From an optimization exercise on the open Yosys and OpenROAD flow, aimed at small area; shortcuts taken in it are not production practice.
RTL that was checked went through simulation tests only; none was proved equivalent to the original.
Power is estimated from default activity; no workload was simulated. The clock port is modelled as an ideal driver; clocking choices that lean on that would not hold on a real chip.

Design switch_top, start of the top module:
module switch_top
(
   input  logic                      clk,
   input  logic                      rst_n_i,
   input  logic [6-1:0]  rx_dv_i,
   input  logic [4*6-1:0] rx_nibble_i,
   output logic [6-1:0]  tx_en_o,
   output logic [4*6-1:0] tx_nibble_o
);
   wire [6-1:0]      req;
   wire [6-1:0]      own;
   wire [6-1:0]      send;
   wire [6-1:0]      gnt;
   wire [6-1:0][2:0] dst;
   wire [6-1:0][3:0] nib;
   for (genvar g = 0; g < 6; g++)
   begin : g_port
      ingress_buffer #(.PORT_ID(g)) u_ibuf
      (
         .clk         (clk),
         .rst_n_i     (rst_n_i),
         .rx_dv_i     (rx_dv_i[g]),
         .rx_nibble_i (rx_nibble_i[4*g +: 4]),
         .gnt_i       (gnt[g]),
         .req_o       (req[g]),
         .own_o       (own[g]),
         .send_o      (send[g]),
         .dst_o       (dst[g]),
         .nib_o       (nib[g])
      );
   end
   switch_fabric u_fabric
   (
      .clk         (clk),
      .rst_n_i     (rst_n_i),
      .req_i       (req),
      .own_i       (own),
      .send_i      (send),
      .dst_i       (dst),
      .nib_i       (nib),
      .gnt_o       (gnt),
      .tx_en_o     (tx_en_o),
      .tx_nibble_o (tx_nibble_o)
   );
endmodule
Size in the first run: ~2900 flip-flops, roughly 62 I/O pins, ~0.067 mm² of cells after synthesis.
clock: 7.0 ns
lec_check: 0
cap_margin: 20
core_margin: 2
core_utilization: 75
cts_buf_list: sky130_fd_sc_hd__clkbuf_16
cts_cluster_diameter: 80
cts_cluster_size: 30
place_density: 0.8
slew_margin: 20
standard.sh (not shown) runs the stock make flow with config.mk's settings and CLKGATE_MAP_FILE= SYNTH_SCRIPT=/design/flow/synth_recipe.tcl, a recipe that flattens the netlist after the stock synthesis.
==> flow/flow/run.sh <==
#!/bin/bash
# Standard layout, with clock tree synthesis told not to add dummy loads.
set -euo pipefail
export CTS_ARGS="-sink_clustering_enable -repair_clock_nets -sink_clustering_size 30 -sink_clustering_max_diameter 80 -buf_list sky130_fd_sc_hd__clkbuf_16 -dont_use_dummy_load"
bash standard.sh > standard.log 2>&1
The baseline produced a clean layout.
Then changed:
==> flow/run.sh (new file) <==
#!/bin/bash
# synth_recipe.tcl (not shown) runs the flow's synth.tcl, then flattens the netlist and writes it again
# the make line also repeats each setting of config.mk as NAME=value (left out here)
make -C /OpenROAD-flow-scripts/flow DESIGN_CONFIG=/design/flow/config.mk WORK_HOME=/design/flow/orfs CLKGATE_MAP_FILE= SYNTH_SCRIPT=/design/flow/synth_recipe.tcl finish
- CORE_UTILIZATION: 75 -> 65
- PLACE_DENSITY: 0.8 -> not set
removed: flow/flow/run.sh
removed: flow/standard.sh
Result: Clock-buffer cell count came out higher by 5; power stays flat; sequential power hardly moves; cell area rose by 0.86%; routed wire length went down by 25%; utilization shrinks by 11 points; maximum frequency is higher by 9.5%.
Then changed:
==> flow/flow/run.sh (new file) <==
#!/bin/bash
# Standard layout with two changes: clock tree synthesis adds no dummy loads,
# and the port buffers are the smallest buffer cell.
set -euo pipefail
export CTS_ARGS="-sink_clustering_enable -repair_clock_nets -sink_clustering_size 32 -sink_clustering_max_diameter 80 -buf_list sky130_fd_sc_hd__clkbuf_16 -dont_use_dummy_load"
export BUFFER_PORTS_ARGS="-buffer_cell sky130_fd_sc_hd__buf_1"
bash standard.sh > standard.log 2>&1
==> flow/standard.sh (new file) <==
#!/bin/bash
# synth_recipe.tcl (not shown) runs the flow's synth.tcl, then flattens the netlist and writes it again
# the make line also repeats each setting of config.mk as NAME=value (left out here)
make -C /OpenROAD-flow-scripts/flow DESIGN_CONFIG=/design/flow/config.mk WORK_HOME=/design/flow/orfs CLKGATE_MAP_FILE= SYNTH_SCRIPT=/design/flow/synth_recipe.tcl "${@:-finish}"
- CTS_CLUSTER_SIZE: 30 -> 32
removed: flow/run.sh
=> The changed run went through all stages and came out clean; final area came out lower by 1.2%; count of clock-buffer cells in the layout decreases by 10; flip-flop and latch count does not change; synthesized cell count is unchanged; setup slack gets better by 0.24 ns; area after synthesis stays the same; cell count fell by 0.49%; wire length came out higher by 3.6%; worst hold slack gets worse by 0.012 ns; maximum frequency came out higher by 4.5%.
Then changed:
==> flow/flow/run.sh (replaced) <==
#!/bin/bash
# Standard layout, with clock tree synthesis told not to add dummy loads.
set -euo pipefail
export CTS_ARGS="-sink_clustering_enable -repair_clock_nets -sink_clustering_size 32 -sink_clustering_max_diameter 80 -buf_list sky130_fd_sc_hd__clkbuf_16 -dont_use_dummy_load"
bash standard.sh > standard.log 2>&1
=>
- non-clock buffer count came out lower by 1
- count of clock-buffer cells in the layout is unchanged
- synthesized cell count stays the same
- fmax came out lower by 3.6%
- final area came out higher by 0.53%
- worst hold slack is better by 0.015 ns
Then changed:
==> flow/run.sh (new file) <==
#!/bin/bash
# synth_recipe.tcl (not shown) runs the flow's synth.tcl, then flattens the netlist and writes it again
# the make line also repeats each setting of config.mk as NAME=value (left out here)
make -C /OpenROAD-flow-scripts/flow DESIGN_CONFIG=/design/flow/config.mk WORK_HOME=/design/flow/orfs CLKGATE_MAP_FILE= SYNTH_SCRIPT=/design/flow/synth_recipe.tcl finish
- CTS_CLUSTER_DIAMETER: 80 -> 100
- CTS_CLUSTER_SIZE: 32 -> 26
removed: flow/flow/run.sh
removed: flow/standard.sh
Combinational power barely changes.
Via count went up by 1.4%.
Worst setup slack loses 0.087 ns.
Power went up by 4.3%.
First-iteration DRC count went down by 5.2%.
Wire length went up by 1.9%.
Worst hold slack gains 0.0072 ns.
Design area went up by 1.3%.

* * *

switch_top, a different RTL version from the one above (not shown whole).
Size: ~4,200 cells after synthesis, ~2,900 flip-flops, roughly 62 I/O pins, about 67,000 um^2 of cells after synthesis.
Settings: LEC_CHECK=0, CAP_MARGIN=20, CORE_MARGIN=2, CORE_UTILIZATION=65, CTS_BUF_LIST=sky130_fd_sc_hd__clkbuf_16, CTS_CLUSTER_DIAMETER=60, CTS_CLUSTER_SIZE=28, SLEW_MARGIN=20; clock period 7.0 ns.
run.sh (not shown) runs the stock make flow with config.mk's settings and CLKGATE_MAP_FILE= SYNTH_SCRIPT=/design/flow/synth_recipe.tcl, a recipe that flattens the netlist after the stock synthesis.
Stock flow here: none of the scripts above is used.
The baseline finished with timing, DRC and antenna clean.
Next try:
CTS_CLUSTER_DIAMETER = 45   (was 60)
CTS_CLUSTER_SIZE = 22   (was 28)
What happened:
- The new run completed without violations
- sequential share of layout area is lower by 1.8 points
- clock power grows by about 20%
- combinational power is about the same
- utilization is higher by 1.6 points
- first-iteration DRC count came out lower by 2.5%
- wire length grows by 5.5%
No run of this note included a check of the RTL's function; only the layout flow was run.

* * *

== wip/nickel ==
Another version of the RTL of switch_top (not shown whole).
Size in the first run: roughly 4100 cells after synthesis, ~62 I/O pins, roughly 67000 um^2 of cells after synthesis.
Design switch_top, start of the top module:
module switch_top
(
   input  logic                      clk,
   input  logic                      rst_n_i,
   input  logic [6-1:0]  rx_dv_i,
   input  logic [4*6-1:0] rx_nibble_i,
   output logic [6-1:0]  tx_en_o,
   output logic [4*6-1:0] tx_nibble_o
);
   wire [6-1:0]      req;
   wire [6-1:0]      own;
   wire [6-1:0]      send;
   wire [6-1:0]      gnt;
   wire [6-1:0][2:0] dst;
   wire [6-1:0][3:0] nib;
   for (genvar g = 0; g < 6; g++)
   begin : g_port
      ingress_buffer #(.PORT_ID(g)) u_ibuf
      (
         .clk         (clk),
         .rst_n_i     (rst_n_i),
         .rx_dv_i     (rx_dv_i[g]),
         .rx_nibble_i (rx_nibble_i[4*g +: 4]),
         .gnt_i       (gnt[g]),
         .req_o       (req[g]),
         .own_o       (own[g]),
         .send_o      (send[g]),
         .dst_o       (dst[g]),
         .nib_o       (nib[g])
      );
   end
   switch_fabric u_fabric
   (
      .clk         (clk),
      .rst_n_i     (rst_n_i),
      .req_i       (req),
      .own_i       (own),
      .send_i      (send),
      .dst_i       (dst),
      .nib_i       (nib),
  ...
==> flow/config.mk <==
export PLATFORM = sky130hd
export DESIGN_NAME = switch_top
export DESIGN_NICKNAME = switch_top
export VERILOG_FILES = /design/flow/design.v
export SDC_FILE = /design/flow/constraint.sdc
export NUM_CORES = 4
export LEC_CHECK = 0
export CAP_MARGIN = 20
export CORE_MARGIN = 2
export CORE_UTILIZATION = 65
export CTS_BUF_LIST = sky130_fd_sc_hd__clkbuf_16
export CTS_CLUSTER_DIAMETER = 80
export CTS_CLUSTER_SIZE = 32
export SLEW_MARGIN = 20
==> flow/constraint.sdc <==
create_clock -name core_clock -period 7.0 [get_ports {clk}]
set_input_delay 1.4000 -clock core_clock [delete_from_list [all_inputs] [get_ports {clk}]]
set_output_delay 1.4000 -clock core_clock [all_outputs]
set_load 0.01 [all_outputs]
standard.sh (not shown) runs the stock make flow with config.mk's settings and CLKGATE_MAP_FILE= SYNTH_SCRIPT=/design/flow/synth_recipe.tcl, a recipe that flattens the netlist after the stock synthesis.
==> flow/flow/run.sh <==
#!/bin/bash
# Standard layout with two changes: clock tree synthesis adds no dummy loads,
# and the port buffers are the smallest buffer cell.
set -euo pipefail
export CTS_ARGS="-sink_clustering_enable -repair_clock_nets -sink_clustering_size 33 -sink_clustering_max_diameter 80 -buf_list sky130_fd_sc_hd__clkbuf_16 -dont_use_dummy_load"
export BUFFER_PORTS_ARGS="-buffer_cell sky130_fd_sc_hd__buf_1"
bash standard.sh > standard.log 2>&1
For wip/pepper, these inputs were changed with respect to wip/nickel:
==> flow/flow/run.sh <==
#!/bin/bash
# Standard layout with two changes: clock tree synthesis adds no dummy loads,
# and the port buffers are the smallest buffer cell.
set -euo pipefail
export CTS_ARGS="-sink_clustering_enable -repair_clock_nets -sink_clustering_size 32 -sink_clustering_max_diameter 120 -buf_list sky130_fd_sc_hd__clkbuf_16 -dont_use_dummy_load"
export BUFFER_PORTS_ARGS="-buffer_cell sky130_fd_sc_hd__buf_1"
bash standard.sh > standard.log 2>&1
### Flow results
Having completed the whole flow, wip/pepper delivered a layout that passed the timing, design-rule and antenna checks. Sequential cell count: wip/nickel vs wip/pepper identical. The cell area of wip/pepper and that of wip/nickel are within noise of each other. wip/pepper vs. wip/nickel: final core utilization was more or less identical, sum of internal, switching and leakage power has remained practically unchanged. From wip/nickel to wip/pepper the numbers moved as follows: smallest setup slack after layout shows a reduction of 0.0075 ns, total internal power shows no meaningful change, share of the cycle needed by the critical path after routing shows no meaningful change.
--- input diff wip/pepper..wip/tundra ---
==> flow/flow/run.sh <==
#!/bin/bash
# Standard layout with two changes: clock tree synthesis adds no dummy loads,
# and the port buffers are the smallest buffer cell.
set -euo pipefail
export CTS_ARGS="-sink_clustering_enable -repair_clock_nets -sink_clustering_size 32 -sink_clustering_max_diameter 80 -buf_list sky130_fd_sc_hd__clkbuf_16 -dont_use_dummy_load"
export BUFFER_PORTS_ARGS="-buffer_cell sky130_fd_sc_hd__buf_1"
bash standard.sh > standard.log 2>&1
- Per the final summary, wip/tundra finished and its layout is clean on timing, DRC and antenna.
- ~same required time of the critical path in wip/tundra and wip/pepper
- Summary of wip/tundra over wip/pepper: post-synthesis area per instance held steady; post-route clock period utilization grew by 0.81 points; power comparable.
- wip/tundra vs wip/pepper — fmax dropped slightly
- wip/tundra: shortest period the worst path allows higher than wip/pepper
- Changes observed in wip/tundra relative to wip/pepper: cell count essentially unchanged; worst setup slack after layout decreased 0.057 ns; first-pass detailed-route iteration total increased 1.

[re-timing with driven ports]
The flow's constraints put no driver on any port. The routed layouts listed below were extracted and timed again, unchanged, in two steps. Step 1 assumes that a clkbuf_16 drives the clock port and a buf_2 every other input. Step 2, shift: input delay + t, output delay - t, t = (earliest + latest rising clock arrival at the registers) / 2. This alone moves slack from input paths to output paths. Slacks: no drivers / after step 1 / after step 2; pairs: no drivers / after step 1.
run	t, ns	setup slack, ns	worst setup path at the end	clock arrival spread, ns	worst data-port slew with drivers (ns)
the first run of note 1	0.789	0.899 / 0.826 / 1.616	register to output	0.050 / 0.051	0.10
the second run of note 1	0.806	1.427 / 1.354 / 2.160	register to output	0.030 / 0.030	0.13
the third run of note 1	0.767	1.665 / 1.589 / 2.356	register to output	0.066 / 0.066	0.13
the fourth run of note 1	0.766	1.467 / 1.396 / 2.161	register to output	0.059 / 0.059	0.13
the fifth run of note 1	0.827	1.380 / 1.305 / 2.132	register to output	0.021 / 0.021	0.13
the first run of note 2	0.821	1.383 / 1.311 / 2.132	register to output	0.034 / 0.034	0.09
the second run of note 2	0.842	1.253 / 1.184 / 2.026	register to output	0.038 / 0.038	0.10
wip/nickel	0.761	1.985 / 1.915 / 2.677	register to output	0.107 / 0.107	0.12
wip/pepper	0.740	1.978 / 1.915 / 2.655	register to output	0.074 / 0.074	0.12
wip/tundra	0.734	1.921 / 1.857 / 2.591	register to output	0.116 / 0.116	0.12
After both steps every run listed still meets setup and hold.
